This is an optimization exercise on Yosys and OpenROAD, whose aim is small area, a short achievable clock period and few clock cycles per item, not a production implementation.
In this exercise RTL edits were held to simulation tests only and were not proved equivalent to the original.
No activity file was given, so power comes from the tool's default toggle rates.

== run 1 ==
Design dfs_topological_sort_unit, start of the top module:
module dfs_topological_sort_unit #(
    parameter int MAX_VERTICES = 16,
    parameter int MAX_EDGES = 32,
    parameter int KEY_BITS = 16
) (
    input  logic                i_clk,
    input  logic                i_rst_n,
    input  logic                start,
    output logic                busy,
    input  logic [1:0]          i_req_type,
    input  logic [KEY_BITS-1:0] i_from_key,
    input  logic [KEY_BITS-1:0] i_to_key,
    input  logic                i_cfg_valid,
    output logic                o_cfg_ready,
    input  logic                i_cfg_data,
    output logic                o_valid,
    output logic [1:0]          o_kind,
    output logic [15:0]         o_first_key,
    output logic [15:0]         o_second_key,
    output logic                o_last
);
For scale: ~4,800 cells after synthesis, about 1,300 flip-flops.
export LEC_CHECK = 0
export ABC_CLOCK_PERIOD_IN_PS = 4000
export CAP_MARGIN = 20
export CORE_MARGIN = 2
export CORE_UTILIZATION = 55
export CTS_BUF_LIST = sky130_fd_sc_hd__clkbuf_4 sky130_fd_sc_hd__clkbuf_8
export SLEW_MARGIN = 20
create_clock -name core_clock -period 10.0 [get_ports {i_clk}]
standard.sh (not shown) runs the stock make flow with config.mk's settings and CLKGATE_MAP_FILE= SYNTH_SCRIPT=/design/flow/synth_recipe.tcl, a recipe that flattens the netlist after the stock synthesis.
==> flow/flow/run.sh <==
#!/bin/bash
set -uo pipefail
export SETUP_SLACK_MARGIN=5.75
bash standard.sh > standard.log 2>&1
Run 1 ended with every stage complete and zero timing, DRC or antenna violations.
Testbench counts of run 1, summed over its fixed seeds: cycles 4,900, sorts 160.
For run 2, these inputs were changed with respect to run 1:
- CORE_UTILIZATION: 55 -> 45
==> flow/flow/run.sh <==
#!/bin/bash
set -uo pipefail
export SETUP_SLACK_MARGIN=6
bash standard.sh > standard.log 2>&1
Findings:
Run 2: PASS, flow complete, no timing, DRC or antenna violations. Between run 1 and run 2, pre-CTS setup slack is higher for run 1, run 2 comes in under that. Post-layout total power (lower): run 1. Run 2 ended with more buffer share of cell area than run 1. Looking at run 1 and run 2, the clock skew is a wash. Critical path required time is higher on run 2. Taking run 1 as the reference, in run 2 cell area after layout now larger; combinational cell fraction of total power up 1.2 points.
> inputs changed (run 2 -> run 3)
- CORE_UTILIZATION: 45 -> 55
==> flow/flow/run.sh <==
#!/bin/bash
set -uo pipefail
export SETUP_SLACK_MARGIN=6.25
bash standard.sh > standard.log 2>&1
==> comparison <==
Sum of routed wire length over all layers shrinks slightly when moving from run 2 to run 3. Wire length of the first global-routing pass (run 3 over run 2): decrease, 5.1 mm. Taking run 2 as the reference point, the combinational power of run 3 falls by about 5%. Power consumption sits lower in run 3 than in run 2. As far as synthesized-area fraction occupied by ao, oa, aoi and oai cells goes, run 3 and run 2 are indistinguishable; the numbers are identical. Run 3 vs run 2: clock-buffer cell count down by a few percent. In run 3, cell area is higher than in run 2. Run 3: worst setup slack 0.091 ns above run 2.
Here is what was changed in the inputs of run 4 compared with run 3.
==> flow/flow/run.sh <==
#!/bin/bash
set -uo pipefail
export SETUP_SLACK_MARGIN=6
bash standard.sh > standard.log 2>&1
--- outcome ---
No run among run 4 and run 3 stopped early or left any final violation; all are clean.
Number of global-route vias before repair: run 4 lower than run 3
Reported for run 4 and run 3, mux contribution to synthesized area turned out identical to the last digit.
Global-route usage: run 4 lower than run 3
Across both runs, worst setup slack after layout was lower for run 4 than for run 3.

========
Setup of lane 1:
Another version of the RTL of dfs_topological_sort_unit (not shown whole).
For scale: ~4800 cells after synthesis, ~77 I/O pins.
export LEC_CHECK = 0
export ABC_CLOCK_PERIOD_IN_PS = 4000
export CAP_MARGIN = 20
export CORE_MARGIN = 2
export CORE_UTILIZATION = 45
export CTS_BUF_LIST = sky130_fd_sc_hd__clkbuf_4 sky130_fd_sc_hd__clkbuf_8
export SLEW_MARGIN = 20
create_clock -name core_clock -period 10.0 [get_ports {i_clk}]
==> flow/flow/run.sh <==
#!/bin/bash
set -uo pipefail
export SETUP_SLACK_MARGIN=6
bash standard.sh > standard.log 2>&1
Testbench counts of lane 1, summed over its fixed seeds: cycles 4,900, sorts 160.
> inputs changed (lane 1 -> lane 2)
Settings: CTS_BUF_LIST removed (was sky130_fd_sc_hd__clkbuf_4 sky130_fd_sc_hd__clkbuf_8).
Findings:
Insertion delay to the later sink of the worst-skew pair was higher in lane 1 than in lane 2. The timing-limited maximum frequency of lane 2 falls short of that of lane 1 by 0.89%. Lane 2: all stages complete, timing, DRC and antenna checks passed. End of the critical path: r_edst[0][2] -> lane 1, r_edst[3][2] -> lane 2. On area growth from synthesis to final layout: between lane 2 and lane 1, it ends up higher for lane 2. Lane 2 ends up with a final design instance area without fill that is about 0.4% higher than in lane 1.

==> separate check: timing with driven ports <==
In the flow no input, the clock included, has a driving cell. The finished layouts below were timed again as built, in two steps. Step 1 assumes that a clkbuf_16 drives the clock port and a buf_2 every other input. Step 2 times the ports against the registers' clock, not the clock port: input delays grow and output delays shrink by t, the midpoint of the rising clock arrivals with the driver on. Three values: ideal ports, drivers, drivers and shift; two values: the first two.
| run | shift t [ns] | setup slack, ns | worst hold slack (ns) | worst setup path after step 2 | clock arrival spread, ns |
|---|---|---|---|---|---|
| run 1 | 0.990 | 5.718 / 5.718 / 5.018 | 0.310 / 0.310 / 0.310 | input to register | 0.062 / 0.062 |
| run 2 | 1.054 | 5.986 / 5.986 / 5.657 | 0.327 / 0.327 / 0.327 | input to register | 0.058 / 0.058 |
| run 3 | 0.979 | 6.077 / 6.077 / 5.465 | 0.314 / 0.314 / 0.314 | input to register | 0.066 / 0.066 |
| run 4 | 0.985 | 5.926 / 5.926 / 5.219 | 0.313 / 0.313 / 0.313 | input to register | 0.064 / 0.064 |
| lane 1 | 1.004 | 5.964 / 5.964 / 5.366 | 0.325 / 0.325 / 0.325 | input to register | 0.068 / 0.068 |
| lane 2 | 0.885 | 5.928 / 5.928 / 5.376 | 0.324 / 0.324 / 0.324 | input to register | 0.057 / 0.057 |
After both steps every run listed still meets setup and hold. The setup slack of run 4, which loses most, moves by 0.000 ns with the drivers and by -0.707 ns with both steps.
